Source: an optimization exercise on an open RTL-to-GDS flow (aim: small area and a short achievable clock period). Production flows keep margins and buffers that such runs may drop.
Function was checked by simulation only, so behaviour that the tests miss may differ from the original.
Power figures rest on the tool's default switching activity, not on a simulated workload.

File: flow/flow/run.sh
#!/bin/bash
# The standard layout (standard.sh, with its standard synthesis), with extra ORFS settings:
# plain buf_1 cells as the port buffers, and a setup margin that makes timing repair aim for
# more slack than the clock period needs. The clock period and constraints are unchanged.
set -euo pipefail
bash standard.sh finish SETUP_SLACK_MARGIN=8 "BUFFER_PORTS_ARGS=-buffer_cell sky130_fd_sc_hd__buf_1" > standard.log 2>&1
File: flow/standard.sh
#!/bin/bash
# synth_recipe.tcl (not shown) runs the flow's synth.tcl, then flattens the netlist and writes it again
# the make line also repeats each setting of config.mk as NAME=value (left out here)
make -C /OpenROAD-flow-scripts/flow DESIGN_CONFIG=/design/flow/config.mk WORK_HOME=/design/flow/orfs CLKGATE_MAP_FILE= SYNTH_SCRIPT=/design/flow/synth_recipe.tcl "${@:-finish}"
File: flow/constraint.sdc
create_clock -name core_clock -period 11.0 [get_ports {clk}]
set_input_delay 2.2000 -clock core_clock [delete_from_list [all_inputs] [get_ports {clk}]]
set_output_delay 2.2000 -clock core_clock [all_outputs]
set_load 0.01 [all_outputs]
File: flow/config.mk
export PLATFORM = sky130hd
export DESIGN_NAME = pulse_sched_gen
export DESIGN_NICKNAME = pulse_sched_gen
export VERILOG_FILES = /design/flow/design.v
export SDC_FILE = /design/flow/constraint.sdc
export NUM_CORES = 4
export LEC_CHECK = 0
export CAP_MARGIN = 20
export CORE_MARGIN = 2
export CORE_UTILIZATION = 40
export SLEW_MARGIN = 20
File: flow/design.v
module pulse_sched_gen #(
  parameter int TW        = 32,
  parameter int QW        = 16,
  parameter int NTEMP     = 3,
  parameter int PULSE_LEN = 4,
  parameter int TNC_GAP   = 8
)(
  input  logic                  clk,
  input  logic                  rst,
  input  logic                  tick_1us,
  input  logic                  sync_in,
  input  logic                  load,
  input  logic                  en_cal,
  input  logic                  en_noise,
  input  logic [3:0]            n_temp,
  input  logic [15:0]           cal_dly,
  input  logic [TW-1:0]         dt_cal,
  input  logic [TW-1:0]         dt_noise,
  input  logic [NTEMP*TW-1:0]   p_ni,
  input  logic [NTEMP*TW-1:0]   p_ii,
  input  logic [NTEMP*TW-1:0]   p_np,
  input  logic [NTEMP*TW-1:0]   p_ip,
  input  logic [NTEMP*QW-1:0]   qit,
  output logic                  tni,
  output logic                  tki,
  output logic                  tnp,
  output logic                  tkp,
  output logic                  tobm,
  output logic                  tnc,
  output logic                  i_izl,
  output logic                  i_get,
  output logic                  error,
  output logic                  busy,
  output logic [3:0]            cur_train,
  output logic [TW-1:0]         time_now
);
  localparam int CW = $clog2(PULSE_LEN);
  localparam int NP = NTEMP + 2;           
  localparam int BW = 4;                   
  localparam int NB = TW / BW;
  function automatic logic [TW-1:0] kvec(input logic [NB-1:0] k);
    kvec = '0;
    for (int j = 1; j < NB; j++) kvec[j*BW] = k[j];
  endfunction
  function automatic logic [TW+NB-1:0] badd(input logic [TW-1:0] x, input logic [TW-1:0] y,
                                            input logic [NB-1:0] k);
    logic [TW-1:0] s;
    logic [NB-1:0] co;
    logic [BW-1:0] g, p;
    logic [BW:0] c;
    logic t;
    co = '0;
    for (int j = 0; j < NB; j++) begin
      g = x[j*BW +: BW] & y[j*BW +: BW];
      p = x[j*BW +: BW] ^ y[j*BW +: BW];
      c[0] = (j > 0) ? k[j] : 1'b0;
      for (int i = 1; i <= BW; i++) begin
        c[i] = 1'b0;
        for (int m = 0; m <= i; m++) begin
          t = (m == 0) ? c[0] : g[m-1];
          for (int q = m; q < i; q++) t = t & p[q];
          c[i] = c[i] | t;
        end
      end
      s[j*BW +: BW] = p ^ c[BW-1:0];
      if (j + 1 < NB) co[j+1] = c[BW];
    end
    badd = {co, s};
  endfunction
  function automatic logic hit(input logic [TW-1:0] x, input logic [TW-1:0] v,
                               input logic [NB-1:0] k);
    logic [TW-1:0] y, kv, p, g, z;
    y = ~x;
    kv = kvec(k);
    p = v ^ y ^ kv;
    g = {((v[TW-2:0] & y[TW-2:0]) | (v[TW-2:0] & kv[TW-2:0]) | (y[TW-2:0] & kv[TW-2:0])), 1'b0};
    z = {(p[TW-2:0] | g[TW-2:0]), 1'b0};
    hit = ((p ^ g) == z);
  endfunction
  logic [2:0] s_tk, s_sy, s_ld;
  logic tk_r, sy_r, ld_r, tkv;
  logic st_start, st_arm, st_run, st_endw;    
  logic sh_en_cal, sh_en_noise;
  logic [NTEMP-1:0] sh_ngt;                   
  logic [NP-1:0] en_v;
  logic [15:0] sh_cal_dly;
  logic [TW-1:0] sh_dt_cal, sh_dt_noise;
  logic [NTEMP*TW-1:0] sh_ni, sh_ii, sh_np, sh_ip;
  logic [NTEMP*QW-1:0] sh_qit;
  logic [NP:0] ps, ps_first, ps_next;         
  logic [QW-1:0] rep1, q_cur;                 
  logic done;
  logic [3:0][TW-1:0] tv;                    
  logic [3:0][NB-1:0] tc;                    
  logic [NP:0] ps_arm;                       
  logic [TW-1:0] pa, pb, pc, od;
  logic [TW-1:0] s1, c1, s2, c2, s3, c3;
  logic [TW+NB-1:0] n0, n1, n2, n3;
  logic [4:0] act, pend, fire;
  logic [4:0][CW-1:0] cnt;
  logic [3:0] m;
  assign tk_r = s_tk[1] & ~s_tk[2];
  assign sy_r = s_sy[1] & ~s_sy[2];
  assign ld_r = s_ld[1] & ~s_ld[2];
  assign tkv  = tk_r & ~sy_r;
  always_comb begin
    en_v[0] = sh_en_cal;
    en_v[1] = sh_en_noise;
    for (int k = 0; k < NTEMP; k++) en_v[k+2] = sh_ngt[k] && (sh_qit[k*QW +: QW] != '0);
  end
  always_comb begin
    ps_first = '0;
    ps_first[NP] = 1'b1;
    for (int p = NP - 1; p >= 0; p--)
      if (en_v[p]) begin
        ps_first = '0;
        ps_first[p] = 1'b1;
      end
  end
  always_comb begin
    logic seen;
    ps_next = '0;
    seen = 1'b0;
    for (int p = 0; p < NP; p++) begin
      if (seen && en_v[p] && ps_next == '0) ps_next[p] = 1'b1;
      if (ps[p]) seen = 1'b1;
    end
    if (ps_next == '0) ps_next[NP] = 1'b1;
  end
  always_comb begin
    q_cur = (ps[0] | ps[1]) ? QW'(1) : '0;
    for (int k = 0; k < NTEMP; k++) if (ps[k+2]) q_cur = q_cur | sh_qit[k*QW +: QW];
  end
  assign done = rep1 >= q_cur;
  assign ps_arm = st_start ? ps_first : done ? ps_next : ps;
  always_comb begin
    logic [TW-1:0] a, b, c;
    a = ps_arm[NP] ? TW'(TNC_GAP) : '0;
    b = '0;
    c = (ps_arm[0] | ps_arm[1]) ? TW'(ld_r ? cal_dly : sh_cal_dly) : '0;
    for (int k = 0; k < NTEMP; k++) begin
      a = a | ({TW{ps_arm[k+2]}} & (ld_r ? p_ni[k*TW +: TW] : sh_ni[k*TW +: TW]));
      b = b | ({TW{ps_arm[k+2]}} & (ld_r ? p_ii[k*TW +: TW] : sh_ii[k*TW +: TW]));
      c = c | ({TW{ps_arm[k+2]}} & (ld_r ? p_np[k*TW +: TW] : sh_np[k*TW +: TW]));
    end
    pa = a;
    pb = b;
    pc = c;
  end
  always_comb begin
    logic [TW-1:0] d;
    d = ({TW{ps[0]}} & sh_dt_cal) | ({TW{ps[1]}} & sh_dt_noise);
    for (int k = 0; k < NTEMP; k++) d = d | ({TW{ps[k+2]}} & sh_ip[k*TW +: TW]);
    od = d;
  end
  assign s1 = tv[3] ^ tv[0] ^ tv[1];
  assign c1 = {(tv[3][TW-2:0] & tv[0][TW-2:0]) | (tv[3][TW-2:0] & tv[1][TW-2:0]) | (tv[0][TW-2:0] & tv[1][TW-2:0]), 1'b0};
  assign s2 = s1 ^ c1 ^ tv[2];
  assign c2 = {(s1[TW-2:0] & c1[TW-2:0]) | (s1[TW-2:0] & tv[2][TW-2:0]) | (c1[TW-2:0] & tv[2][TW-2:0]), 1'b0};
  assign s3 = s2 ^ c2 ^ od;
  assign c3 = {(s2[TW-2:0] & c2[TW-2:0]) | (s2[TW-2:0] & od[TW-2:0]) | (c2[TW-2:0] & od[TW-2:0]), 1'b0};
  assign n0 = badd(tv[3], tv[0], tc[3]);
  assign n1 = badd(s1, c1, tc[3]);
  assign n2 = badd(s2, c2, tc[3]);
  assign n3 = badd(s3, c3, tc[3]);
  for (genvar i = 0; i < 4; i++) begin : g_m
    assign m[i] = hit(time_now, tv[i], tc[i]);
  end
  assign fire[0] = tkv & pend[0] & m[0];
  assign fire[1] = tkv & pend[1] & m[1];
  assign fire[2] = tkv & pend[2] & m[2];
  assign fire[3] = tkv & pend[3] & m[3];
  assign fire[4] = tkv & pend[4] & m[0];
  always_ff @(posedge clk or posedge rst)
    if (rst) begin
      s_tk <= '0;
      s_sy <= '0;
      s_ld <= '0;
      sh_en_cal <= 1'b0;
      sh_en_noise <= 1'b0;
      sh_ngt <= '0;
    end else begin
      s_tk <= {s_tk[1:0], tick_1us};
      s_sy <= {s_sy[1:0], sync_in};
      s_ld <= {s_ld[1:0], load};
      if (ld_r) begin
        sh_en_cal <= en_cal;
        sh_en_noise <= en_noise;
        for (int k = 0; k < NTEMP; k++) sh_ngt[k] <= n_temp > 4'(k);
      end
    end
  always_ff @(posedge clk)
    if (ld_r) begin
      sh_cal_dly <= cal_dly;
      sh_dt_cal <= dt_cal;
      sh_dt_noise <= dt_noise;
      sh_ni <= p_ni;
      sh_ii <= p_ii;
      sh_np <= p_np;
      sh_ip <= p_ip;
      sh_qit <= qit;
    end
  always_ff @(posedge clk) begin
    if (!sy_r) begin
      if (st_start || (st_run && fire[3])) begin
        tv[0] <= pa;
        tv[1] <= pb;
        tv[2] <= pc;
        ps <= ps_arm;
      end
      if (st_start) begin
        tv[3] <= time_now;
        tc[3] <= '0;
        rep1 <= QW'(1);
      end
      if (st_arm) begin
        {tc[0], tv[0]} <= n0;
        {tc[1], tv[1]} <= n1;
        {tc[2], tv[2]} <= n2;
        if (!ps[NP]) {tc[3], tv[3]} <= n3;
      end
      if (st_run && fire[3]) rep1 <= done ? QW'(1) : rep1 + QW'(1);
    end
    for (int i = 0; i < 5; i++)
      if (fire[i]) cnt[i] <= CW'(PULSE_LEN - 1);
      else if (tk_r && act[i]) cnt[i] <= cnt[i] - CW'(1);
  end
  always_ff @(posedge clk or posedge rst)
    if (rst) begin
      st_start <= 1'b0;
      st_arm <= 1'b0;
      st_run <= 1'b0;
      st_endw <= 1'b0;
      busy <= 1'b0;
      time_now <= '0;
      act <= '0;
      pend <= '0;
      i_izl <= 1'b0;
      i_get <= 1'b0;
      error <= 1'b0;
    end else begin
      error <= ((fire[0] && i_get) || (fire[2] && i_izl)) ? 1'b1 : ld_r ? 1'b0 : error;
      if (sy_r) begin
        time_now <= '0;
        st_start <= 1'b1;
        st_arm <= 1'b0;
        st_run <= 1'b0;
        st_endw <= 1'b0;
        busy <= 1'b1;
        pend <= '0;
        act <= '0;
        i_izl <= 1'b0;
        i_get <= 1'b0;
      end else begin
        if (tk_r) time_now <= time_now + TW'(1);
        for (int i = 0; i < 5; i++)
          if (fire[i]) act[i] <= 1'b1;
          else if (tk_r && cnt[i] == '0) act[i] <= 1'b0;
        i_izl <= fire[1] ? 1'b0 : fire[0] ? 1'b1 : i_izl;
        i_get <= fire[3] ? 1'b0 : fire[2] ? 1'b1 : i_get;
        pend <= pend & ~fire;
        st_start <= st_endw & fire[4];
        st_arm <= st_start | (st_run & fire[3]);
        st_run <= (st_arm & ~ps[NP]) | (st_run & ~fire[3]);
        st_endw <= (st_arm & ps[NP]) | (st_endw & ~fire[4]);
        if (st_arm) pend <= ps[NP] ? 5'b10000 : (ps[0] | ps[1]) ? 5'b01100 : 5'b01111;
      end
    end
  assign tni = act[0];
  assign tki = act[1];
  assign tnp = act[2];
  assign tkp = act[3];
  assign tobm = act[3];
  assign tnc = act[4];
  assign cur_train = {2'b00, (st_arm | st_run) & ps[4], (st_arm | st_run) & ps[3]};
endmodule
==> results.py, run 1 <==
metrics = {
    "layout": {
        "drive_above_1_share_pct": 20.8,
        "final_common_cell": "edfxtp_1",
        "fin_cells": 6056,
        "layout_common_cells": "edfxtp_1 (674), buf_1 (522), inv_1 (416)",
        "fin_nets": 5555,
        "fin_area_um2": 57500,
        "fill_cells": 9622,
        "areaGrowthSynthToFinish_pct": 29.5,
    },
    "drt": {
        "wl_per_cell_um": 27.0,
        "drt-initial-drc-count": 2633,
        "viasPerCell": 5.35,
        "first_pass_iters": 8,
        "num_vias": 32400,
        "drt_wl_total_mm": 163,
        "drc_errors": 0,
        "postRouteAntennaNets": 0,
    },
    "pwr": {
        "leakage_uw": 0.0226,
        "vdd_ir_drop_max_mv": 0.153,
        "power.density_nw_per_um2": 234,
    },
    "grt": {
        "grt_pass1_wl_mm": 227,
        "grt_max_degree": 136,
        "grt_pass1_vias": 32300,
        "overflow": 0,
        "grt.total_usage_pct": 28.3,
        "antenna_found_initial": 14,
    },
    "timing": {
        "period_share_pct": 35.6,
        "finalHoldViolCount": 0,
        "relSlewSlack_pct": 29.5,
        "worst_clock_skew_ps": 35.7,
        "rsz0062_at_grt": "yes",
        "setup_violations": 0,
        "finalCriticalPeriod_ps": 3910,
        "setup_tns_ps": 0,
        "worstMarginPinSlew_ps": 1050,
        "fmax_mhz": 255,
        "finalMaxSlewViolations": 0,
    },
    "yosys": {
        "synthCells": 3625,
        "ys_seq_elements": 764,
        "synth_area_per_cell_um2": 12.2,
        "synthArstFlopShare_pct": 8.38,
        "yosys_warnings": 1,
        "yosysUniqueCellTypes": 71,
        "ys.flop_type": "edfxtp_1",
        "ys_seq_area_share_pct": 50.4,
        "synth_edf_count": 674,
        "netlist_area_um2": 44400,
    },
    "die": {
        "fp.dieW_um": 337,
        "start_util_pct": 40.2,
        "core_region_area_um2": 110000,
        "die_area_um2": 114000,
        "num_rows": 122,
        "pin_count": 569,
        "die_y_um": 337,
    },
    "placed_design": {
        "place_congestion": 0.967,
        "dp_hpwl_mm": 114,
        "place_area_um2": 48700,
        "io_buffers": 566,
        "dp_cells": 5573,
    },
    "clock_network": {
        "h-tree-depth": 3,
        "cts_tree": "yes",
        "clkSinkCount": 764,
        "cts_root_buf": "clkbuf_16",
        "clk_latency_ps": 690,
        "clk_pin_slew_ps": 60,
        "clock_path_buffers": 3,
        "cts_hold_buffers": 0,
        "cts_made_buffers": 89,
    },
    "worst_setup_path": {
        "crit_arrival_ps": 4340,
        "critical_path_class": "flip-flop to flip-flop",
        "start_kind": "flip-flop",
        "critPathRequiredTime_ps": 11430,
        "worst-path-max-fanout": 6,
        "end_kind": "flip-flop",
    },
    "min_path": {
        "hold_class": "flip-flop to flip-flop",
    },
    "flow_run": {
        "maxCapViolations": 0,
    },
    "outcome": {
        "outcome": "no timing/DRC/antenna violations",
    },
}
-- registers in the layout, indices dropped and copies added (netlist names), 6 cells and up --
name         flops
tv             128
sh_ii           96
sh_ip           96
sh_ni           96
sh_np           96
sh_qit          48
sh_dt_cal       32
sh_dt_noise     32
time_now        32
tc              28
rep1            16
sh_cal_dly      16
cnt             10
ps               6
-- layout make-up --
class	count	area, um^2	share of cell area (%)
Multi-Input combinational cell	2255	21600	37.6
Sequential cell	764	22400	39.0
Clock buffer	120	2460	4.29
Timing Repair Buffer	923	6810	11.8
Inverter	454	1740	3.03
Antenna cell	4	10.0	0.0174
Tap cell	1488	1860	3.24
Clock inverter	48	562	0.978
-- synthesized netlist by cell type (10+ instances only) --
master | n | area [um^2]
edfxtp_1 | 674 | 20200
a221oi_1 | 21 | 184
o21a_1 | 46 | 345
fa_1 | 151 | 3020
nand2b_1 | 33 | 206
clkbuf_1 | 122 | 458
buf_1 | 12 | 45.0
o221ai_2 | 10 | 150
o21ba_2 | 15 | 150
nand3_1 | 31 | 155
a22oi_1 | 12 | 90.1
o31a_1 | 18 | 158
mux2i_1 | 215 | 2150
a222oi_1 | 47 | 470
buf_2 | 13 | 65.1
nor2_1 | 79 | 297
o221ai_1 | 61 | 534
nand2_1 | 335 | 1260
or4_1 | 13 | 97.6
nor3_1 | 44 | 220
o21ai_0 | 82 | 410
o22ai_1 | 23 | 144
o22a_1 | 23 | 201
inv_1 | 452 | 1700
xnor2_1 | 175 | 1530
a21oi_1 | 173 | 866
nand4_1 | 23 | 144
or3_1 | 27 | 169
xor2_1 | 53 | 464
dfrtp_1 | 64 | 1600
nor4_1 | 27 | 169
dfxtp_1 | 26 | 521
a2bb2oi_1 | 18 | 158
ha_1 | 394 | 4930
nor2b_1 | 13 | 81.3
-- report_power, final --
| group | switching (uW) | internal (uW) |
|---|---|---|
| clock network | 1300 | 1780 |
| registers | 222 | 3500 |
| logic | 3620 | 3060 |
| total | 5130 | 8340 |
-- critical path, cell delays in order (launching register included) --
cell,delay (ps)
edfxtp_1,480
buf_12,180
a222oi_1,350
ha_1,320
nor2b_4,140
o211a_1,220
o311a_4,350
or3_4,380
a221oi_4,320
buf_6,170
buf_12,140
buf_16,190
o22ai_2,80
o41a_1,330
-- worst paths after layout --
kind / startpoint / to / slack, ps / cells past startpoint
max: ps[2] / tv[3] / 7090 / 13
min: s_ld[0] / s_ld[1] / 360 / 0
max reg2reg: ps[2] / tv[3] / 7090 / 13
min reg2reg: s_ld[0] / s_ld[1] / 360 / 0
max in group asynchronous: rst / st_arm / 8380 / 3
min in group asynchronous: rst / busy / 1600 / 2
-- kinds of logic after synthesis --
logic type,after synthesis,synth area share (%)
simple gates,651,6.73
buf+inv,608,5.27
flops,764,50.4
other cells,1,0.00845
xor+xnor,228,4.50
mux,216,4.88
compound gates,612,10.3
fa+ha+maj,545,17.9
-- stage by stage --
| step | worst slack, ps | hold WS (ps) | util, % | total power, uW |
|---|---|---|---|---|
| 2_1_floorplan | 6550 | 331 | - | 7390 |
| 3_3_place_gp | 5730 | 333 | 44.1 | 9060 |
| 3_5_place_dp | 5660 | 342 | 44.1 | 9130 |
| 4_1_cts | 7110 | 357 | 50.7 | 13100 |
| 5_1_grt | 6980 | 369 | 52.1 | 14300 |
| 6_report | 7090 | 358 | 52.1 | 13500 |
-- metal layers --
metal,track usage [%],vias to the layer above,routed length [um]
met4,15.3,20,10500
met2,46.9,1209,77600
li1,-,14900,-
met5,0,-,125
met3,5.16,342,11200
met1,35.1,16000,63800
-- timing repair --
item | 4_1_cts | 5_1_grt
pin swaps | 101 | 122
resized for setup | 418 | 168
gates cloned | 44 | 7
setup endpoints to repair | 554 | 457
buffers inserted | 195 | 65
==> run 2: changes to the inputs <==
--- a/flow/flow/run.sh
+++ b/flow/flow/run.sh
@@ -5,2 +5,2 @@
 set -euo pipefail
-bash standard.sh finish SETUP_SLACK_MARGIN=8 "BUFFER_PORTS_ARGS=-buffer_cell sky130_fd_sc_hd__buf_1" > standard.log 2>&1
+bash standard.sh finish SETUP_SLACK_MARGIN=7 CTS_BUF_LIST=sky130_fd_sc_hd__clkbuf_4 "BUFFER_PORTS_ARGS=-buffer_cell sky130_fd_sc_hd__buf_1" > standard.log 2>&1
==> results.py, run 2 <==
metrics = {
    "drt": {
        "drt_wl_total_mm": 165,
        "postRouteAntennaNets": 0,
        "drt-initial-drc-count": 3629,
        "wl_per_cell_um": 27.0,
        "viasPerCell": 5.42,
        "first_pass_iters": 6,
        "num_vias": 33200,
        "drc_errors": 0,
    },
    "yosys": {
        "ys_seq_elements": 764,
        "ys_top_cells_by_count": "edfxtp_1 (674), inv_1 (452), ha_1 (394), nand2_1 (335), mux2i_1 (215)",
        "synthArstFlopShare_pct": 8.38,
        "synth_area_leaders": "edfxtp_1 (46%), ha_1 (11%), fa_1 (6.8%)",
        "yosys_warnings": 1,
        "netlist_area_um2": 44400,
        "yosysUniqueCellTypes": 71,
        "synth_area_leader_cell": "edfxtp_1",
        "synth_edf_count": 674,
        "ys_seq_area_share_pct": 50.4,
        "yosysMostFrequentCell": "edfxtp_1",
        "synth_top_area_share_pct": 45.6,
        "ys.flop_type": "edfxtp_1",
        "synthCells": 3625,
        "synth_area_per_cell_um2": 12.2,
    },
    "timing": {
        "setup_tns_ps": 0,
        "worst_clock_skew_ps": 104,
        "setup_violations": 0,
        "finalHoldViolCount": 0,
        "rsz0062_at_grt": "yes",
        "finalCriticalPeriod_ps": 4280,
        "fin_ws_ps": 6720,
        "finalMaxSlewViolations": 0,
        "relSlewSlack_pct": 12.9,
        "fmax_mhz": 233,
        "period_share_pct": 39.0,
        "worstMarginPinSlew_ps": 1310,
        "whs_ps": 348,
    },
    "placed_design": {
        "dp_hpwl_mm": 119,
        "io_buffers": 566,
        "dp_slack_ps": 5950,
        "place_congestion": 0.992,
    },
    "die": {
        "core_region_area_um2": 110000,
        "pin_count": 569,
        "num_rows": 122,
        "die_area_um2": 114000,
        "start_util_pct": 40.2,
        "die_y_um": 337,
        "fp.dieW_um": 337,
    },
    "pwr": {
        "leakage_uw": 0.0217,
        "pwr-share-clk_pct": 21.6,
        "power.density_nw_per_um2": 226,
        "internal-power_uw": 7370,
        "p_sw_uw": 4900,
        "p_total_uw": 12300,
        "swShare_pct": 39.9,
        "p_seq_share_pct": 30.6,
        "vdd_ir_drop_max_mv": 0.129,
        "pwr-share-comb_pct": 47.8,
    },
    "layout": {
        "areaGrowthSynthToFinish_pct": 22.6,
        "layout_common_cells": "edfxtp_1 (674), buf_1 (523), inv_1 (444)",
        "fin_nets": 5522,
        "top_register": "tv",
        "drive_above_1_share_pct": 17.6,
        "final_common_cell": "edfxtp_1",
        "fill_cells": 10000,
        "largest_register_ffs": 128,
        "fin_util_pct": 49.3,
    },
    "outcome": {
        "outcome": "no timing/DRC/antenna violations",
    },
    "clock_network": {
        "cts_tree": "yes",
        "cts_root_buf": "clkbuf_4",
        "cts_made_buffers": 202,
        "clk_latency_ps": 1160,
        "h-tree-depth": 4,
        "clk_pin_slew_ps": 70,
        "clkSinkCount": 764,
        "clock_path_buffers": 3,
    },
    "worst_setup_path": {
        "r2r_cells": 16,
        "crit_end": "tv[15]",
        "crit_arrival_ps": 5150,
        "r2r_setup_slack_ps": 6720,
        "critPathRequiredTime_ps": 11870,
        "worst-path-max-fanout": 8,
        "start_kind": "flip-flop",
        "r2r_start": "ps[3]",
        "end_kind": "flip-flop",
        "critical_path_class": "flip-flop to flip-flop",
        "startpoint": "ps[3]",
        "worstReg2RegEnd": "tv[15]",
    },
    "flow_run": {
        "maxCapViolations": 0,
    },
    "grt": {
        "grt.total_usage_pct": 27.9,
        "grt_pass1_wl_mm": 224,
        "grt_pass1_vias": 31700,
        "grt_max_degree": 194,
        "antenna_found_initial": 34,
        "overflow": 0,
    },
    "min_path": {
        "hold_class": "flip-flop to flip-flop",
    },
}
==> run 2: cell count changes in the layout (fill, tap and decap cells not counted), sizes merged <==
cell      change
bufinv        -6
clkinv       +24
clkbuf      +203
bufbuf        -3
buf         -149
inv           +4
clkinvlp      -5
nand3         -1
diode         +9
==> run 2: cell families after synthesis <==
kind of cell	count (synthesis)	share of synthesized area, %
simple gates	651	6.73
fa+ha+maj	545	17.9
xor+xnor	228	4.50
buf+inv	608	5.27
other cells	1	0.00845
compound gates	612	10.3
mux	216	4.88
flops	764	50.4
==> run 2: repair_timing <==
action | 4_1_cts | 5_1_grt
gates cloned | 10 | 22
pin swaps | 9 | 78
endpoints found under the setup margin | 270 | 245
resized for setup | 226 | 164
buffers inserted | 88 | 48
hold buffers | 0 | 0
==> run 2: metrics by stage <==
stage	instances	instance area, um^2
finish	6132	54400
global route	6130	54400
CTS	6049	52600
detailed placement	5570	48200
global placement	5570	48200
floorplan	3626	44400
==> run 2: cell type report <==
| type | instances | area [um^2] | share of cell area [%] |
|---|---|---|---|
| Timing Repair Buffer | 778 | 4990 | 9.17 |
| Clock inverter | 65 | 353 | 0.649 |
| Clock buffer | 316 | 2370 | 4.36 |
| Antenna cell | 13 | 32.5 | 0.0598 |
| Tap cell | 1488 | 1860 | 3.42 |
| Sequential cell | 764 | 22400 | 41.2 |
| Multi-Input combinational cell | 2254 | 20600 | 38.0 |
| Inverter | 454 | 1730 | 3.18 |
==> run 2: power groups by stage <==
stage          registers (uW)  clock network (uW)  logic (uW)
2_1_floorplan            3700                   0        3640
3_3_place_gp             3850                   0        5160
3_5_place_dp             3850                   0        5250
4_1_cts                  3750                2700        5460
5_1_grt                  3760                2860        6450
6_report                 3750                2650        5870
==> run 2: metal layers <==
layer	vias to the layer above	part of all wire, %	GRT usage, %	wire, um
met5	-	0.14	0	228
met4	34	4.4	12.2	7330
met3	305	9.0	6.80	14800
met2	1600	46	43.9	76400
met1	16400	40	36.7	66700
li1	14900	-	-	-
==> run 2: how the worst min path moves through the flow <==
stage                 start       to  depth (start not counted)
floorplan           s_ld[0]  s_ld[1]                          0
CTS                 s_sy[0]  s_sy[1]                          0
detailed placement  s_ld[0]  s_ld[1]                          0
finish              s_sy[0]  s_sy[1]                          0
global placement    s_sy[0]  s_sy[1]                          0
global route        s_ld[0]  s_ld[1]                          0
==> run 2: critical path, cell delays in order, from the launching register on <==
cell       delay, ps
edfxtp_1         420
buf_4            160
buf_6            110
buf_8            130
buf_6            120
a222oi_1         310
ha_1             300
nor2b_4          130
o211a_1          200
o311a_4          350
or3_4            390
a221oi_4         380
buf_4            200
buf_12           190
clkbuf_16        210
o221ai_1         110
o21ba_2          270
==> run 3: changes to the inputs <==
--- a/flow/design.v
+++ b/flow/design.v
@@ -82,5 +82,3 @@
   logic st_start, st_arm, st_run, st_endw;    
-  logic sh_en_cal, sh_en_noise;
-  logic [NTEMP-1:0] sh_ngt;                   
-  logic [NP-1:0] en_v;
+  logic [NP-1:0] en_v;                        
   logic [15:0] sh_cal_dly;
@@ -91,3 +89,5 @@
   logic [QW-1:0] rep1, q_cur;                 
-  logic done;
+  logic done;                                 
+  logic [NP-1:0] psd;                          
+  logic [1:0] ct;                              
   logic [3:0][TW-1:0] tv;                    
@@ -106,7 +106,2 @@
   always_comb begin
-    en_v[0] = sh_en_cal;
-    en_v[1] = sh_en_noise;
-    for (int k = 0; k < NTEMP; k++) en_v[k+2] = sh_ngt[k] && (sh_qit[k*QW +: QW] != '0);
-  end
-  always_comb begin
     ps_first = '0;
@@ -130,6 +125,8 @@
   always_comb begin
-    q_cur = (ps[0] | ps[1]) ? QW'(1) : '0;
-    for (int k = 0; k < NTEMP; k++) if (ps[k+2]) q_cur = q_cur | sh_qit[k*QW +: QW];
-  end
-  assign done = rep1 >= q_cur;
+    logic [QW-1:0] q;
+    q = (ps[0] | ps[1]) ? QW'(1) : '0;
+    for (int k = 0; k < NTEMP; k++)
+      q = q | ({QW{ps[k+2] & ld_r}} & qit[k*QW +: QW]) | ({QW{ps[k+2] & ~ld_r}} & sh_qit[k*QW +: QW]);
+    q_cur = q;
+  end
   assign ps_arm = st_start ? ps_first : done ? ps_next : ps;
@@ -137,9 +134,12 @@
     logic [TW-1:0] a, b, c;
+    logic [NP-1:0] si, ss;
+    si = ps_arm[NP-1:0] & {NP{ld_r}};
+    ss = ps_arm[NP-1:0] & {NP{~ld_r}};
     a = ps_arm[NP] ? TW'(TNC_GAP) : '0;
     b = '0;
-    c = (ps_arm[0] | ps_arm[1]) ? TW'(ld_r ? cal_dly : sh_cal_dly) : '0;
+    c = ({TW{si[0] | si[1]}} & TW'(cal_dly)) | ({TW{ss[0] | ss[1]}} & TW'(sh_cal_dly));
     for (int k = 0; k < NTEMP; k++) begin
-      a = a | ({TW{ps_arm[k+2]}} & (ld_r ? p_ni[k*TW +: TW] : sh_ni[k*TW +: TW]));
-      b = b | ({TW{ps_arm[k+2]}} & (ld_r ? p_ii[k*TW +: TW] : sh_ii[k*TW +: TW]));
-      c = c | ({TW{ps_arm[k+2]}} & (ld_r ? p_np[k*TW +: TW] : sh_np[k*TW +: TW]));
+      a = a | ({TW{si[k+2]}} & p_ni[k*TW +: TW]) | ({TW{ss[k+2]}} & sh_ni[k*TW +: TW]);
+      b = b | ({TW{si[k+2]}} & p_ii[k*TW +: TW]) | ({TW{ss[k+2]}} & sh_ii[k*TW +: TW]);
+      c = c | ({TW{si[k+2]}} & p_np[k*TW +: TW]) | ({TW{ss[k+2]}} & sh_np[k*TW +: TW]);
     end
@@ -151,4 +151,4 @@
     logic [TW-1:0] d;
-    d = ({TW{ps[0]}} & sh_dt_cal) | ({TW{ps[1]}} & sh_dt_noise);
-    for (int k = 0; k < NTEMP; k++) d = d | ({TW{ps[k+2]}} & sh_ip[k*TW +: TW]);
+    d = ({TW{psd[0]}} & sh_dt_cal) | ({TW{psd[1]}} & sh_dt_noise);
+    for (int k = 0; k < NTEMP; k++) d = d | ({TW{psd[k+2]}} & sh_ip[k*TW +: TW]);
     od = d;
@@ -178,5 +178,5 @@
       s_ld <= '0;
-      sh_en_cal <= 1'b0;
-      sh_en_noise <= 1'b0;
-      sh_ngt <= '0;
+      en_v <= '0;
+      psd <= '0;
+      done <= 1'b0;
     end else begin
@@ -186,6 +186,8 @@
       if (ld_r) begin
-        sh_en_cal <= en_cal;
-        sh_en_noise <= en_noise;
-        for (int k = 0; k < NTEMP; k++) sh_ngt[k] <= n_temp > 4'(k);
-      end
+        en_v[0] <= en_cal;
+        en_v[1] <= en_noise;
+        for (int k = 0; k < NTEMP; k++) en_v[k+2] <= (n_temp > 4'(k)) && (qit[k*QW +: QW] != '0);
+      end
+      done <= rep1 >= q_cur;
+      if (!sy_r && (st_start || (st_run && fire[3]))) psd <= ps_arm[NP-1:0];
     end
@@ -234,2 +236,3 @@
       busy <= 1'b0;
+      ct <= '0;
       time_now <= '0;
@@ -249,2 +252,3 @@
         busy <= 1'b1;
+        ct <= '0;
         pend <= '0;
@@ -266,2 +270,6 @@
         if (st_arm) pend <= ps[NP] ? 5'b10000 : (ps[0] | ps[1]) ? 5'b01100 : 5'b01111;
+        if (st_start || (st_run && fire[3]))
+          ct <= {ps_arm[4], ps_arm[3]} & {2{st_start | st_run}};
+        else
+          ct <= {ps[4], ps[3]} & {2{(st_arm & ~ps[NP]) | st_run}};
       end
@@ -274,3 +282,3 @@
   assign tnc = act[4];
-  assign cur_train = {2'b00, (st_arm | st_run) & ps[4], (st_arm | st_run) & ps[3]};
+  assign cur_train = {2'b00, ct};
 endmodule
--- a/flow/flow/run.sh
+++ b/flow/flow/run.sh
@@ -5,2 +5,2 @@
 set -euo pipefail
-bash standard.sh finish SETUP_SLACK_MARGIN=7 CTS_BUF_LIST=sky130_fd_sc_hd__clkbuf_4 "BUFFER_PORTS_ARGS=-buffer_cell sky130_fd_sc_hd__buf_1" > standard.log 2>&1
+bash standard.sh finish SETUP_SLACK_MARGIN=7.5 "BUFFER_PORTS_ARGS=-buffer_cell sky130_fd_sc_hd__buf_1" > standard.log 2>&1
==> results.py, run 3 <==
metrics = {
    "timing": {
        "finalCriticalPeriod_ps": 3700,
        "relSlewSlack_pct": 24.0,
        "period_share_pct": 33.7,
        "fmax_mhz": 270,
        "finalHoldViolCount": 0,
        "setup_violations": 0,
        "setup_tns_ps": 0,
        "finalMaxSlewViolations": 0,
        "worstMarginPinSlew_ps": 1130,
        "worst_clock_skew_ps": 35.4,
        "whs_ps": 349,
        "rsz0062_at_grt": "yes",
    },
    "grt": {
        "overflow": 0,
        "antenna_found_initial": 43,
        "grt_pass1_vias": 33300,
        "grt_max_degree": 79,
        "grt.total_usage_pct": 26.6,
        "grt_pass1_wl_mm": 226,
    },
    "layout": {
        "drive_above_1_share_pct": 14.3,
        "largest_register_ffs": 128,
        "final_common_cell": "edfxtp_1",
        "layout_common_cells": "edfxtp_1 (690), nand2_1 (650), buf_1 (529)",
        "fill_cells": 10300,
        "fin_nets": 5884,
        "top_register": "tv",
        "areaGrowthSynthToFinish_pct": 21.4,
    },
    "drt": {
        "drt_wl_total_mm": 160,
        "wl_per_cell_um": 25.0,
        "first_pass_iters": 6,
        "postRouteAntennaNets": 0,
        "drc_errors": 0,
        "drt-initial-drc-count": 3311,
        "viasPerCell": 5.39,
        "num_vias": 34500,
    },
    "clock_network": {
        "cts_tree": "yes",
        "h-tree-depth": 3,
        "clkSinkCount": 772,
        "clk_pin_slew_ps": 60,
        "clock_path_buffers": 3,
        "cts_made_buffers": 89,
        "clk_latency_ps": 680,
        "cts_root_buf": "clkbuf_16",
    },
    "yosys": {
        "yosysMostFrequentCell": "edfxtp_1",
        "synth_edf_count": 690,
        "synth_area_leaders": "edfxtp_1 (46%), ha_1 (11%), fa_1 (6.6%)",
        "ys_seq_elements": 772,
        "netlist_area_um2": 45500,
        "ys.flop_type": "edfxtp_1",
        "synth_top_area_share_pct": 45.5,
        "synthCells": 4059,
        "ys_seq_area_share_pct": 49.9,
        "ys_top_cells_by_count": "edfxtp_1 (690), nand2_1 (654), inv_1 (482), ha_1 (394), a21oi_1 (320)",
        "synth_area_leader_cell": "edfxtp_1",
        "yosys_warnings": 1,
        "yosysUniqueCellTypes": 78,
        "synth_area_per_cell_um2": 11.2,
        "synthArstFlopShare_pct": 9.33,
    },
    "pwr": {
        "swShare_pct": 40.5,
        "power.density_nw_per_um2": 253,
        "p_seq_share_pct": 27.1,
        "internal-power_uw": 8330,
        "leakage_uw": 0.0229,
        "pwr-share-comb_pct": 52.4,
        "vdd_ir_drop_max_mv": 0.206,
        "pwr-share-clk_pct": 20.4,
        "p_sw_uw": 5660,
    },
    "die": {
        "fp.dieW_um": 341,
        "pin_count": 569,
        "die_area_um2": 116000,
        "num_rows": 123,
        "core_region_area_um2": 113000,
        "start_util_pct": 40.4,
        "die_y_um": 341,
    },
    "placed_design": {
        "place_congestion": 0.957,
        "dp_hpwl_mm": 115,
        "io_buffers": 566,
    },
    "flow_run": {
        "maxCapViolations": 0,
    },
    "worst_setup_path": {
        "slowest_delay_ps": 400,
        "critical_path_class": "primary input to flip-flop",
        "worst-path-max-fanout": 3,
        "path_cells": "buf_1 > a221oi_2 > nor2_1 > a21oi_1 > ha_1 > a21o_1 > a2111oi_2 > o211ai_1 > a221o_1",
        "critPathRequiredTime_ps": 11550,
        "crit_arrival_ps": 4250,
        "start_kind": "primary input",
        "end_kind": "flip-flop",
        "critPathSlowestCell": "a2111oi_2",
    },
    "min_path": {
        "hold_class": "flip-flop to flip-flop",
    },
    "outcome": {
        "outcome": "no timing/DRC/antenna violations",
    },
}
## run 3: cell count changes in the layout (fill, tap and decap cells not counted), sizes merged, moves of 30 or more
| cell | before | now |
|---|---|---|
| o221ai | 71 | 2 |
| clkbuf | 334 | 123 |
| nor4 | 28 | 101 |
| xnor2 | 175 | 96 |
| a21oi | 173 | 359 |
| mux2i | 216 | 107 |
| inv | 457 | 487 |
| xor2 | 53 | 128 |
| buf | 759 | 830 |
| nand2 | 335 | 655 |
## run 3: final timing paths
kind,from,to,slack [ps],depth (start not counted)
worst max-delay path,qit[10],done,7300,9
worst min-delay path,s_sy[0],s_sy[1],350,0
worst max register to register,tv[56],tc[31],7320,13
worst min register to register,s_sy[0],s_sy[1],350,0
max in group asynchronous,rst,psd[0],8660,3
min in group asynchronous,rst,done,1390,2
## run 3: worst max-delay path, delay by kind of cell
family | cells | cell delay, ps
AO/OA/AOI/OAI | 6 | 1530
adder cells (fa/ha/maj) | 1 | 270
buffers and inverters | 1 | 120
AND/OR/NAND/NOR | 1 | 110
## run 3: kinds of logic (layout without fill, tap and decap cells)
logic type	count (synthesis)	after routing	share of synthesized area, %
other	1	22	0.00824
buffers and inverters	666	1488	5.73
xor gates and xnor gates	225	225	4.36
AOI/OAI and AO/OA	684	686	9.57
adders and majority gates	545	545	17.5
muxes	112	112	2.48
DFF	772	772	49.9
and+or+nand+nor	1054	1056	10.4
## run 3: metal layers
| metal | GRT usage [%] | wire, um |
|---|---|---|
| met5 | 0 | 312 |
| met4 | 11.4 | 7470 |
| met2 | 42.4 | 74100 |
| met3 | 6.32 | 14800 |
| met1 | 34.8 | 63300 |
## run 3: what timing repair did
| action | 4_1_cts | 5_1_grt |
|---|---|---|
| pin swaps | 56 | 59 |
| gates cloned | 11 | 4 |
| endpoints found under the setup margin | 424 | 158 |
| gates resized for setup | 247 | 85 |
| buffers inserted | 150 | 52 |
| hold buffers | 0 | 0 |
## run 3: area by class of cell
cell class	count	area, um^2	share of cell area [%]
flip-flops and latches	772	22800	41.2
multi-input cells	2626	21100	38.3
repair buffers	840	4820	8.72
clock buffers	117	2410	4.36
well taps	1500	1880	3.40
inverters	485	1850	3.34
clock inverters	44	324	0.587
diodes	20	50.0	0.0906
repair inverters	2	17.5	0.0317
## run 3: through the flow
step | power (uW) | util (%) | setup WS (ps) | cells | area (um^2)
after floorplan | 7810 | - | 6770 | 4060 | 45600
after global placement | 9810 | 43.8 | 6180 | 6008 | 49400
after detailed placement | 9870 | 43.9 | 6260 | 6008 | 49400
after CTS | 13500 | 48.2 | 7360 | 6330 | 54300
after global routing | 14800 | 49.0 | 7190 | 6401 | 55200
final | 14000 | 49.0 | 7300 | 6406 | 55200
## run 3: power groups by stage
stage / Combinational [uW] / Clock (uW) / Sequential, uW
after global routing: 8010 / 3010 / 3800
after global placement: 5920 / 0 / 3900
after CTS: 6810 / 2900 / 3780
final: 7340 / 2860 / 3800
after floorplan: 4050 / 0 / 3760
after detailed placement: 5970 / 0 / 3900
==> run 4: changes to the inputs <==
--- a/flow/flow/run.sh
+++ b/flow/flow/run.sh
@@ -5,2 +5,2 @@
 set -euo pipefail
-bash standard.sh finish SETUP_SLACK_MARGIN=7.5 "BUFFER_PORTS_ARGS=-buffer_cell sky130_fd_sc_hd__buf_1" > standard.log 2>&1
+bash standard.sh finish SETUP_SLACK_MARGIN=7.25 CTS_CLUSTER_SIZE=30 CTS_CLUSTER_DIAMETER=100 "BUFFER_PORTS_ARGS=-buffer_cell sky130_fd_sc_hd__buf_1" > standard.log 2>&1
==> results.py, run 4 <==
metrics = {
    "grt": {
        "grt_pass1_wl_mm": 223,
        "overflow": 0,
        "grt_pass1_vias": 32100,
        "grt.total_usage_pct": 26.3,
        "grt_max_degree": 189,
        "antenna_found_initial": 33,
    },
    "clock_network": {
        "h-tree-depth": 2,
        "clk_latency_ps": 640,
        "clock_path_buffers": 3,
        "cts_root_buf": "clkbuf_16",
        "cts_tree": "yes",
        "cts_hold_buffers": 0,
        "clkSinkCount": 772,
        "cts_made_buffers": 39,
        "clk_pin_slew_ps": 110,
    },
    "min_path": {
        "hold_start": "s_sy[0]",
        "hold_path_depth": 0,
        "hold_end": "s_sy[1]",
        "hold_class": "flip-flop to flip-flop",
    },
    "placed_design": {
        "io_buffers": 566,
        "place_congestion": 0.996,
        "dp_slack_ps": 6130,
        "dp_hpwl_mm": 119,
    },
    "die": {
        "pin_count": 569,
        "num_rows": 123,
        "core_region_area_um2": 113000,
        "start_util_pct": 40.4,
        "die_area_um2": 116000,
        "fp.dieW_um": 341,
        "die_y_um": 341,
    },
    "timing": {
        "finalHoldViolCount": 0,
        "finalMaxSlewViolations": 0,
        "setup_violations": 0,
        "fmax_mhz": 261,
        "finalCriticalPeriod_ps": 3840,
        "worstMarginPinSlew_ps": 1110,
        "relSlewSlack_pct": 25.6,
        "rsz0062_at_grt": "yes",
        "worst_clock_skew_ps": 45.1,
        "fin_ws_ps": 7160,
        "period_share_pct": 34.9,
        "setup_tns_ps": 0,
    },
    "yosys": {
        "netlist_area_um2": 45500,
        "ys.flop_type": "edfxtp_1",
        "synthCells": 4059,
        "yosys_warnings": 1,
        "synth_edf_count": 690,
        "synth_area_leader_cell": "edfxtp_1",
        "ys_top_cells_by_count": "edfxtp_1 (690), nand2_1 (654), inv_1 (482), ha_1 (394), a21oi_1 (320)",
        "yosysMostFrequentCell": "edfxtp_1",
        "synth_area_leaders": "edfxtp_1 (46%), ha_1 (11%), fa_1 (6.6%)",
        "ys_seq_area_share_pct": 49.9,
        "ys_seq_elements": 772,
        "synthArstFlopShare_pct": 9.33,
        "synth_top_area_share_pct": 45.5,
        "synth_area_per_cell_um2": 11.2,
        "yosysUniqueCellTypes": 78,
    },
    "layout": {
        "top_register": "tv",
        "fin_util_pct": 46.3,
        "fill_cells": 10700,
        "drive_above_1_share_pct": 8.74,
        "areaGrowthSynthToFinish_pct": 14.5,
        "largest_register_ffs": 128,
        "fin_nets": 5701,
        "final_common_cell": "edfxtp_1",
        "layout_common_cells": "edfxtp_1 (690), nand2_1 (652), buf_1 (558)",
    },
    "worst_setup_path": {
        "worstReg2RegEnd": "tv[62]",
        "critPathSlowestCell": "dfrtp_1",
        "crit_arrival_ps": 4230,
        "r2r_setup_slack_ps": 7160,
        "worst_path_dominant_cell_family": "compound AO/OA/AOI/OAI gates",
        "path_cells": "and2b_1 > a41oi_2 > o32a_2 > buf_6 > buf_8 > o22ai_1 > o31a_1",
        "critPathRequiredTime_ps": 11390,
        "end_kind": "flip-flop",
        "worst-path-max-fanout": 53,
        "cp_num_buf_inv": 2,
        "slowest_delay_ps": 630,
        "critical_path_class": "flip-flop to flip-flop",
        "start_kind": "flip-flop",
        "r2r_cells": 7,
        "r2r_start": "done",
    },
    "pwr": {
        "internal-power_uw": 7040,
        "vdd_ir_drop_max_mv": 0.174,
        "power.density_nw_per_um2": 238,
        "leakage_uw": 0.0212,
        "swShare_pct": 43.4,
        "pwr-share-clk_pct": 14.5,
        "p_sw_uw": 5390,
        "pwr-share-comb_pct": 54.9,
        "p_total_uw": 12400,
        "p_seq_share_pct": 30.6,
    },
    "drt": {
        "drt_wl_total_mm": 157,
        "postRouteAntennaNets": 0,
        "first_pass_iters": 6,
        "viasPerCell": 5.44,
        "drt-initial-drc-count": 3270,
        "wl_per_cell_um": 25.5,
        "drc_errors": 0,
        "num_vias": 33600,
    },
    "outcome": {
        "outcome": "no timing/DRC/antenna violations",
    },
    "flow_run": {
        "maxCapViolations": 0,
    },
}
## run 4: routing by layer
layer | GRT usage (%) | up-vias | part of all wire [%]
met1 | 34.7 | 16700 | 40
met5 | 0 | - | 0.11
met2 | 43.2 | 1252 | 48
li1 | - | 15400 | -
met4 | 9.00 | 24 | 3.6
met3 | 5.46 | 208 | 8.0
## run 4: what timing repair did
item / CTS / global route
gates resized for setup: 102 / 72
endpoints found under the setup margin: 330 / 95
gates cloned: 7 / 1
buffers inserted: 49 / 28
pin swaps: 24 / 57
## run 4: per-stage QoR
step                hold slack (ps)  cells  area [um^2]
floorplan                       331   4060        45600
global placement                336   6000        49300
detailed placement              336   6005        49400
CTS                             360   6127        51600
global route                    366   6176        52100
finish                          359   6176        52100
## run 4: area by class of cell
| type | count | area [um^2] | area share (%) |
|---|---|---|---|
| repair inverters | 1 | 8.76 | 0.0168 |
| well taps | 1500 | 1880 | 3.60 |
| multi-input cells | 2626 | 20800 | 39.9 |
| diodes | 18 | 45.0 | 0.0864 |
| inverters | 485 | 1840 | 3.53 |
| flip-flops and latches | 772 | 22700 | 43.7 |
| clock inverters | 22 | 303 | 0.581 |
| clock buffers | 44 | 995 | 1.91 |
| repair buffers | 708 | 3490 | 6.70 |
## run 4: kinds of logic after synthesis
| family | Yosys count | share of synthesized area [%] |
|---|---|---|
| other cells | 1 | 0.00824 |
| flops | 772 | 49.9 |
| simple gates | 1054 | 10.4 |
| buf+inv | 666 | 5.73 |
| fa+ha+maj | 545 | 17.5 |
| mux | 112 | 2.48 |
| xor+xnor | 225 | 4.36 |
| compound gates | 684 | 9.57 |
## run 4: worst max-delay path by stage
stage | startpoint | to | slack, ps | cells after the start
6_report | done | tv[62] | 7160 | 7
5_1_grt | tv[24] | tc[31] | 7140 | 13
4_1_cts | tv[48] | tc[29] | 7190 | 13
3_5_place_dp | s_ld[2] | tv[68] | 6130 | 9
3_3_place_gp | psd[0] | tc[29] | 6080 | 14
2_1_floorplan | tc[29] | tv[0] | 6770 | 9
## run 4: power groups by stage
stage,Sequential [uW],Clock (uW),Combinational [uW]
2_1_floorplan,3760,0,4020
3_3_place_gp,3900,0,5990
3_5_place_dp,3910,0,6070
4_1_cts,3800,1840,6390
5_1_grt,3820,1920,7480
6_report,3810,1800,6820
==> run 5: changes to the inputs <==
--- a/flow/flow/run.sh
+++ b/flow/flow/run.sh
@@ -5,2 +5,2 @@
 set -euo pipefail
-bash standard.sh finish SETUP_SLACK_MARGIN=7.25 CTS_CLUSTER_SIZE=30 CTS_CLUSTER_DIAMETER=100 "BUFFER_PORTS_ARGS=-buffer_cell sky130_fd_sc_hd__buf_1" > standard.log 2>&1
+bash standard.sh finish SETUP_SLACK_MARGIN=7 CTS_CLUSTER_SIZE=30 CTS_CLUSTER_DIAMETER=100 "BUFFER_PORTS_ARGS=-buffer_cell sky130_fd_sc_hd__buf_1" > standard.log 2>&1
==> results.py, run 5 <==
metrics = {
    "pwr": {
        "vdd_ir_drop_max_mv": 0.156,
        "leakage_uw": 0.0210,
        "p_total_uw": 12000,
        "power.density_nw_per_um2": 233,
    },
    "die": {
        "die_y_um": 341,
        "num_rows": 123,
        "core_region_area_um2": 113000,
        "pin_count": 569,
        "start_util_pct": 40.4,
        "die_area_um2": 116000,
        "fp.dieW_um": 341,
    },
    "worst_setup_path": {
        "critical_path_class": "flip-flop to flip-flop",
        "end_kind": "flip-flop",
        "path_cells": "inv_1 > fa_1 > ha_1 > xor2_1 > nand4_1 > nor2_1 > and4_2 > a21oi_2 > a21oi_4 > clkbuf_16 > clkbuf_16",
        "crit_top_cell": "clkbuf_16",
        "critPathRequiredTime_ps": 11330,
        "worst-path-max-fanout": 50,
        "slowest_delay_ps": 540,
        "critPathSlowestCell": "edfxtp_1",
        "start_kind": "flip-flop",
        "crit_arrival_ps": 4300,
    },
    "layout": {
        "layout_common_cells": "edfxtp_1 (690), nand2_1 (654), buf_1 (566)",
        "areaGrowthSynthToFinish_pct": 13.0,
        "final_common_cell": "edfxtp_1",
        "fin_area_um2": 51400,
        "largest_register_ffs": 128,
        "top_register": "tv",
        "drive_above_1_share_pct": 6.30,
        "fin_nets": 5660,
        "fin_cells": 6136,
        "fin_util_pct": 45.6,
    },
    "drt": {
        "drt_wl_total_mm": 155,
        "viasPerCell": 5.40,
        "drt-initial-drc-count": 3360,
        "num_vias": 33200,
        "wl_per_cell_um": 25.3,
        "first_pass_iters": 6,
        "drc_errors": 0,
        "postRouteAntennaNets": 0,
    },
    "timing": {
        "setup_violations": 0,
        "finalHoldViolCount": 0,
        "finalMaxSlewViolations": 0,
        "relSlewSlack_pct": 15.3,
        "fmax_mhz": 252,
        "rsz0062_at_grt": "yes",
        "setup_tns_ps": 0,
        "worstMarginPinSlew_ps": 1260,
        "period_share_pct": 36.1,
        "worst_clock_skew_ps": 44.6,
        "finalCriticalPeriod_ps": 3970,
    },
    "yosys": {
        "synth_area_leaders": "edfxtp_1 (46%), ha_1 (11%), fa_1 (6.6%)",
        "ys_seq_area_share_pct": 49.9,
        "yosys_warnings": 1,
        "synthArstFlopShare_pct": 9.33,
        "synth_edf_count": 690,
        "ys_top_cells_by_count": "edfxtp_1 (690), nand2_1 (654), inv_1 (482), ha_1 (394), a21oi_1 (320)",
        "synth_area_leader_cell": "edfxtp_1",
        "yosysMostFrequentCell": "edfxtp_1",
        "yosysUniqueCellTypes": 78,
        "ys.flop_type": "edfxtp_1",
        "synth_area_per_cell_um2": 11.2,
        "netlist_area_um2": 45500,
        "synth_top_area_share_pct": 45.5,
        "ys_seq_elements": 772,
        "synthCells": 4059,
    },
    "placed_design": {
        "dp_hpwl_mm": 119,
        "io_buffers": 566,
        "dp_cells": 6005,
        "place_congestion": 0.996,
        "place_area_um2": 49400,
    },
    "outcome": {
        "outcome": "no timing/DRC/antenna violations",
    },
    "grt": {
        "grt_pass1_vias": 31700,
        "grt_max_degree": 189,
        "grt.total_usage_pct": 26.0,
        "antenna_found_initial": 36,
        "grt_pass1_wl_mm": 220,
        "overflow": 0,
    },
    "clock_network": {
        "clk_pin_slew_ps": 110,
        "cts_made_buffers": 39,
        "clk_latency_ps": 630,
        "h-tree-depth": 2,
        "cts_tree": "yes",
        "clock_path_buffers": 3,
        "cts_root_buf": "clkbuf_16",
        "clkSinkCount": 772,
    },
    "flow_run": {
        "maxCapViolations": 0,
    },
    "min_path": {
        "hold_class": "flip-flop to flip-flop",
    },
}
-- run 5: cell counts after synthesis --
Identical to the previous run, type by type.
-- run 5: logic make-up (layout without fill, tap and decap cells) --
kind of cell / after synthesis / in the layout / share of synthesized area, %
buf+inv: 666 / 1219 / 5.73
mux: 112 / 112 / 2.48
other cells: 1 / 21 / 0.00824
flops: 772 / 772 / 49.9
xor+xnor: 225 / 225 / 4.36
simple gates: 1054 / 1056 / 10.4
compound gates: 684 / 686 / 9.57
fa+ha+maj: 545 / 545 / 17.5
-- run 5: metrics by stage --
stage          setup WS [ps]  hold slack (ps)
3_3_place_gp            6080              336
6_report                7030              360
3_5_place_dp            6130              336
4_1_cts                 6870              360
5_1_grt                 6900              366
2_1_floorplan           6770              331
-- run 5: path summary, 6_finish.rpt --
kind	to	cells past startpoint	slack (ps)	startpoint
hold reg to reg	s_sy[1]	0	360	s_sy[0]
max in group asynchronous	st_start	3	8280	rst
hold / removal	s_sy[1]	0	360	s_sy[0]
min in group asynchronous	busy	2	1500	rst
setup reg to reg	tv[50]	11	7030	tv[100]
setup / recovery	tv[50]	11	7030	tv[100]
-- run 5: routing by layer --
layer	global-route usage, %	part of all wire, %	vias to the layer above
met5	0	0.10	-
met4	8.72	3.5	26
li1	-	-	15300
met2	42.8	48	1161
met3	5.05	7.6	194
met1	34.4	41	16500
-- run 5: repair_timing --
action,4_1_cts,5_1_grt
cloned,2,3
pin swaps,2,8
setup endpoints to repair,251,106
hold buffers,0,0
resized for setup,36,41
buffers inserted,13,28
-- run 5: worst max-delay path: cells and delay by family, from the launching register on --
kind	cells	cell delay (ps)
XOR/XNOR	1	320
AO/OA/AOI/OAI	2	260
flip-flops	1	540
AND/OR/NAND/NOR	3	890
buffers and inverters	3	740
adder cells (fa/ha/maj)	2	760
-- run 5: area by class of cell --
type,count,area (um^2)
Clock buffer,44,995
Antenna cell,19,47.5
Clock inverter,22,303
Sequential cell,772,22700
Tap cell,1500,1880
Fill cell,10800,61200
Multi-Input combinational cell,2626,20500
Inverter,485,1850
Timing Repair Buffer,668,3080
-- run 5: power breakdown --
part	total, uW	leakage [uW]	internal [uW]	switching, uW
logic	6350	0.0128	2500	3840
clock network	1800	0.000624	713	1090
registers	3830	0.00756	3540	285
==> run 6: changes to the inputs <==
--- a/flow/flow/run.sh
+++ b/flow/flow/run.sh
@@ -5,2 +5,2 @@
 set -euo pipefail
-bash standard.sh finish SETUP_SLACK_MARGIN=7 CTS_CLUSTER_SIZE=30 CTS_CLUSTER_DIAMETER=100 "BUFFER_PORTS_ARGS=-buffer_cell sky130_fd_sc_hd__buf_1" > standard.log 2>&1
+bash standard.sh finish SETUP_SLACK_MARGIN=7.5 CTS_CLUSTER_SIZE=24 CTS_CLUSTER_DIAMETER=100 CORE_UTILIZATION=60 "BUFFER_PORTS_ARGS=-buffer_cell sky130_fd_sc_hd__buf_1" > standard.log 2>&1
==> results.py, run 6 <==
metrics = {
    "clock_network": {
        "cts_hold_buffers": 0,
        "clk_pin_slew_ps": 100,
        "clkSinkCount": 772,
        "cts_root_buf": "clkbuf_16",
        "cts_made_buffers": 41,
        "clk_latency_ps": 630,
        "h-tree-depth": 2,
        "clock_path_buffers": 3,
        "cts_tree": "yes",
    },
    "layout": {
        "fin_util_pct": 70.0,
        "fin_cells": 5685,
        "fill_cells": 5712,
        "fin_area_um2": 52400,
        "areaGrowthSynthToFinish_pct": 15.2,
        "layout_common_cells": "edfxtp_1 (690), nand2_1 (650), buf_1 (550)",
        "top_register": "tv",
        "drive_above_1_share_pct": 11.3,
        "fin_nets": 5768,
        "largest_register_ffs": 128,
        "final_common_cell": "edfxtp_1",
    },
    "drt": {
        "num_vias": 34400,
        "wl_per_cell_um": 26.5,
        "drc_errors": 0,
        "drt-initial-drc-count": 4281,
        "first_pass_iters": 6,
        "postRouteAntennaNets": 0,
        "viasPerCell": 6.06,
        "drt_wl_total_mm": 151,
    },
    "worst_setup_path": {
        "r2r_cells": 13,
        "r2r_start": "tv[56]",
        "crit_arrival_ps": 4130,
        "start_kind": "flip-flop",
        "end_kind": "flip-flop",
        "r2r_setup_slack_ps": 7210,
        "critPathRequiredTime_ps": 11340,
        "critical_path_class": "flip-flop to flip-flop",
        "worstReg2RegEnd": "tc[31]",
        "worst-path-max-fanout": 2,
    },
    "die": {
        "fp.dieW_um": 279,
        "pin_count": 569,
        "die_area_um2": 78100,
        "start_util_pct": 60.8,
        "die_y_um": 279,
        "core_region_area_um2": 74800,
        "num_rows": 100,
    },
    "pwr": {
        "p_total_uw": 13200,
        "leakage_uw": 0.0216,
        "vdd_ir_drop_max_mv": 0.200,
        "power.density_nw_per_um2": 251,
    },
    "min_path": {
        "hold_start": "s_sy[0]",
        "hold_class": "flip-flop to flip-flop",
        "hold_end": "s_sy[1]",
        "hold_path_depth": 0,
    },
    "yosys": {
        "ys_top_cells_by_count": "edfxtp_1 (690), nand2_1 (654), inv_1 (482), ha_1 (394), a21oi_1 (320)",
        "synth_top_area_share_pct": 45.5,
        "yosysMostFrequentCell": "edfxtp_1",
        "yosys_warnings": 1,
        "ys_seq_area_share_pct": 49.9,
        "netlist_area_um2": 45500,
        "yosysUniqueCellTypes": 78,
        "ys.flop_type": "edfxtp_1",
        "synth_edf_count": 690,
        "synth_area_leaders": "edfxtp_1 (46%), ha_1 (11%), fa_1 (6.6%)",
        "ys_seq_elements": 772,
        "synth_area_per_cell_um2": 11.2,
        "synth_area_leader_cell": "edfxtp_1",
        "synthCells": 4059,
        "synthArstFlopShare_pct": 9.33,
    },
    "placed_design": {
        "io_buffers": 566,
        "dp_hpwl_mm": 111,
        "dp_cells": 5463,
        "place_area_um2": 48600,
        "place_congestion": 1.05,
    },
    "outcome": {
        "outcome": "no timing/DRC/antenna violations",
    },
    "flow_run": {
        "maxCapViolations": 0,
    },
    "timing": {
        "finalCriticalPeriod_ps": 3790,
        "finalHoldViolCount": 0,
        "finalMaxSlewViolations": 0,
        "rsz0062_at_grt": "yes",
        "worst_clock_skew_ps": 42.8,
        "fmax_mhz": 264,
        "worstMarginPinSlew_ps": 1090,
        "setup_tns_ps": 0,
        "setup_violations": 0,
        "period_share_pct": 34.5,
        "relSlewSlack_pct": 27.4,
    },
    "grt": {
        "grt.total_usage_pct": 37.8,
        "grt_pass1_vias": 32800,
        "antenna_found_initial": 9,
        "overflow": 0,
        "grt_pass1_wl_mm": 215,
        "grt_max_degree": 190,
    },
}
-- run 6: through the flow --
step                      setup WS, ps  hold WS [ps]
after floorplan                   6770           331
after global placement            6290           334
after detailed placement          6180           338
after CTS                         7190           354
after global routing              7150           364
final                             7210           353
-- run 6: worst max-delay path, stage by stage, from the launching register on --
cell      delay, ps
edfxtp_1        530
fa_1            650
inv_2            60
fa_2            550
fa_1            420
inv_2            90
ha_4            210
ha_4            150
o21ai_2         120
nand2b_1        120
a21oi_2         190
nor2b_1          70
o21ai_1         200
o31ai_2         130
-- run 6: cell type report --
cell class                      count  area, um^2  share of cell area (%)
Timing Repair Buffer              772        4150                    7.91
Timing Repair inverter              1        11.3                  0.0215
Clock buffer                       48        1070                    2.05
Sequential cell                   772       22800                    43.4
Clock inverter                      9         125                   0.239
Multi-Input combinational cell   2627       21200                    40.5
Antenna cell                        2        5.00                 0.00955
Tap cell                          969        1210                    2.31
Inverter                          485        1860                    3.54
-- run 6: cell families after synthesis --
kind of cell             share of synthesized area (%)
AO/OA/AOI/OAI                                     9.57
multiplexers                                      2.48
buffers and inverters                             5.73
AND/OR/NAND/NOR                                   10.4
adder cells (fa/ha/maj)                           17.5
other                                          0.00824
flip-flops                                        49.9
XOR/XNOR                                          4.36
-- run 6: report_power, final --
group          leakage [uW]  switching, uW  internal, uW  total, uW
clock              0.000580           1000           720       1720
sequential          0.00752            259          3540       3800
combinational        0.0135           4410          3210       7630
total                0.0216           5680          7480      13200
-- run 6: worst max path at each step --
stage,start,endpoint,cells past startpoint
CTS,tv[8],tc[27],13
finish,tv[56],tc[31],13
global route,tv[60],tv[127],13
floorplan,tc[29],tv[0],9
detailed placement,ps[2],tv[7],8
global placement,ps[2],tv[43],8
-- run 6: what timing repair did --
item,CTS,global route
buffers inserted,108,41
endpoints found under the setup margin,435,218
pin swaps,67,59
resized for setup,216,97
hold endpoints to repair,0,0
gates cloned,6,8
-- run 6: metal layers --
metal | up-vias | part of all wire (%) | global-route usage [%]
li1 | 15500 | - | -
met1 | 16800 | 39 | 52.7
met2 | 1846 | 45 | 58.5
met3 | 291 | 11 | 7.72
met4 | 16 | 5.1 | 15.4
met5 | - | 0.069 | 0
==> run 7: changes to the inputs <==
--- a/flow/flow/run.sh
+++ b/flow/flow/run.sh
@@ -5,2 +5,2 @@
 set -euo pipefail
-bash standard.sh finish SETUP_SLACK_MARGIN=7.5 CTS_CLUSTER_SIZE=24 CTS_CLUSTER_DIAMETER=100 CORE_UTILIZATION=60 "BUFFER_PORTS_ARGS=-buffer_cell sky130_fd_sc_hd__buf_1" > standard.log 2>&1
+bash standard.sh finish SETUP_SLACK_MARGIN=7.25 CTS_CLUSTER_SIZE=24 CTS_CLUSTER_DIAMETER=100 CORE_UTILIZATION=60 "BUFFER_PORTS_ARGS=-buffer_cell sky130_fd_sc_hd__buf_1" > standard.log 2>&1
==> results.py, run 7 <==
metrics = {
    "outcome": {
        "outcome": "no timing/DRC/antenna violations",
    },
    "layout": {
        "top_register": "tv",
        "ff_latch_area_um2": 22700,
        "final_common_cell": "edfxtp_1",
        "drive_above_1_share_pct": 7.47,
        "fill_cells": 5885,
        "fin_util_pct": 68.4,
        "areaGrowthSynthToFinish_pct": 12.5,
        "fin_nets": 5698,
        "largest_register_ffs": 128,
        "multi_input_area_um2": 20700,
        "layout_common_cells": "edfxtp_1 (690), nand2_1 (654), buf_1 (566)",
    },
    "flow_run": {
        "maxCapViolations": 0,
    },
    "drt": {
        "postRouteAntennaNets": 0,
        "drt_wl_total_mm": 140,
        "num_vias": 33400,
        "wl_per_cell_um": 24.9,
        "first_pass_iters": 6,
        "viasPerCell": 5.93,
        "drt-initial-drc-count": 3402,
        "drc_errors": 0,
    },
    "worst_setup_path": {
        "critPathSlowestCell": "fa_1",
        "end_kind": "flip-flop",
        "r2r_start": "tv[36]",
        "r2r_cells": 14,
        "r2r_setup_slack_ps": 7250,
        "slowest_delay_ps": 600,
        "worst_path_dominant_cell_family": "adder cells",
        "start_kind": "flip-flop",
        "critPathRequiredTime_ps": 11350,
        "path_cells": "fa_1 > inv_2 > fa_2 > buf_6 > fa_1 > inv_2 > ha_4 > ha_4 > o21ai_2 > nand2b_1 > a21oi_2 > nor2b_1 > o21ai_1 > o31ai_1",
        "crit_arrival_ps": 4100,
        "critical_path_class": "flip-flop to flip-flop",
        "worst-path-max-fanout": 3,
        "worstReg2RegEnd": "tc[26]",
        "cp_num_buf_inv": 3,
    },
    "timing": {
        "worst_clock_skew_ps": 39.4,
        "period_share_pct": 34.1,
        "rsz0062_at_grt": "yes",
        "finalMaxSlewViolations": 0,
        "finalCriticalPeriod_ps": 3750,
        "setup_tns_ps": 0,
        "fmax_mhz": 266,
        "setup_violations": 0,
        "finalHoldViolCount": 0,
        "fin_ws_ps": 7250,
        "worstMarginPinSlew_ps": 1220,
        "relSlewSlack_pct": 17.7,
    },
    "die": {
        "die_area_um2": 78100,
        "die_y_um": 279,
        "core_region_area_um2": 74800,
        "num_rows": 100,
        "fp.dieW_um": 279,
        "pin_count": 569,
        "start_util_pct": 60.8,
    },
    "clock_network": {
        "cts_made_buffers": 39,
        "clk_pin_slew_ps": 100,
        "clkSinkCount": 772,
        "cts_tree": "yes",
        "h-tree-depth": 2,
        "clock_path_buffers": 3,
        "cts_root_buf": "clkbuf_16",
        "cts_hold_buffers": 0,
        "clk_latency_ps": 640,
    },
    "placed_design": {
        "io_buffers": 566,
        "dp_hpwl_mm": 104,
        "dp_slack_ps": 6520,
        "place_congestion": 0.976,
    },
    "yosys": {
        "synth_area_per_cell_um2": 11.2,
        "yosys_warnings": 1,
        "ys_seq_elements": 772,
        "yosysUniqueCellTypes": 78,
        "synthArstFlopShare_pct": 9.33,
        "netlist_area_um2": 45500,
        "synth_area_leaders": "edfxtp_1 (46%), ha_1 (11%), fa_1 (6.6%)",
        "ys.flop_type": "edfxtp_1",
        "ys_seq_area_share_pct": 49.9,
        "synth_area_leader_cell": "edfxtp_1",
        "synthCells": 4059,
        "synth_top_area_share_pct": 45.5,
        "yosysMostFrequentCell": "edfxtp_1",
        "ys_top_cells_by_count": "edfxtp_1 (690), nand2_1 (654), inv_1 (482), ha_1 (394), a21oi_1 (320)",
        "synth_edf_count": 690,
    },
    "grt": {
        "grt_pass1_vias": 31900,
        "grt_pass1_wl_mm": 203,
        "antenna_found_initial": 13,
        "overflow": 0,
        "grt_max_degree": 167,
        "grt.total_usage_pct": 35.3,
    },
    "pwr": {
        "p_total_uw": 12100,
        "swShare_pct": 41.4,
        "p_sw_uw": 5020,
        "power.density_nw_per_um2": 237,
        "leakage_uw": 0.0212,
        "vdd_ir_drop_max_mv": 0.182,
        "pwr-share-comb_pct": 54.9,
        "p_seq_share_pct": 31.2,
        "pwr-share-clk_pct": 13.9,
        "internal-power_uw": 7100,
    },
    "min_path": {
        "hold_class": "flip-flop to flip-flop",
        "hold_end": "s_sy[1]",
        "hold_path_depth": 0,
        "hold_start": "s_sy[0]",
    },
}
## run 7: logic make-up (layout without fill, tap and decap cells)
family	after synthesis	count (layout)	synth area share (%)
adders and majority gates	545	545	17.5
DFF	772	772	49.9
xor gates and xnor gates	225	225	4.36
AOI/OAI and AO/OA	684	685	9.57
and+or+nand+nor	1054	1056	10.4
muxes	112	112	2.48
other	1	10	0.00824
buffers and inverters	666	1260	5.73
## run 7: final cells by class
type,count,share of cell area [%]
flip-flops and latches,772,44.4
multi-input cells,2625,40.4
repair buffers,706,6.88
inverters,485,3.60
well taps,969,2.37
clock buffers,61,2.13
clock inverters,7,0.154
diodes,8,0.0391
repair inverters,1,0.0171
## run 7: power groups by stage
stage | logic [uW] | clock network (uW) | registers, uW
after detailed placement | 5780 | 0 | 3880
after CTS | 6140 | 1700 | 3790
final | 6650 | 1690 | 3780
after global placement | 5730 | 0 | 3880
after global routing | 7360 | 1790 | 3800
after floorplan | 4020 | 0 | 3760
## run 7: worst max path at each step
stage / start / to / cells after the start
after floorplan: tc[29] / tv[0] / 9
after global routing: st_start / tv[71] / 8
final: tv[36] / tc[26] / 14
after CTS: s_ld[1] / done / 14
after global placement: tc[31] / tv[95] / 11
after detailed placement: tc[31] / tv[95] / 11
## run 7: repair_timing
item | in CTS | in global routing
gates resized for setup | 76 | 43
setup endpoints to repair | 238 | 125
cloned | 5 | 5
pin swaps | 22 | 40
buffers inserted | 38 | 51
hold endpoints to repair | 0 | 0
## run 7: per-layer routing
metal,global-route usage [%],vias to the layer above,routed length (um)
met4,13.1,4,5930
met3,5.80,204,11600
li1,-,15400,-
met5,0,-,26
met2,55.3,1410,65200
met1,50.1,16400,57700
## run 7: stage by stage
step | instances | hold WS [ps] | area, um^2
after floorplan | 4060 | 331 | 45600
after global placement | 5458 | 337 | 48600
after detailed placement | 5458 | 338 | 48600
after CTS | 5569 | 352 | 50500
after global routing | 5632 | 364 | 51200
final | 5634 | 353 | 51200

Check on run 7: ideal ports give 7.246 ns setup slack; a clkbuf_16 on the clock port and buf_2 on the inputs give 7.246 ns; moving port delays by the midpoint clock arrival (0.692 ns) as well gives 6.629 ns.
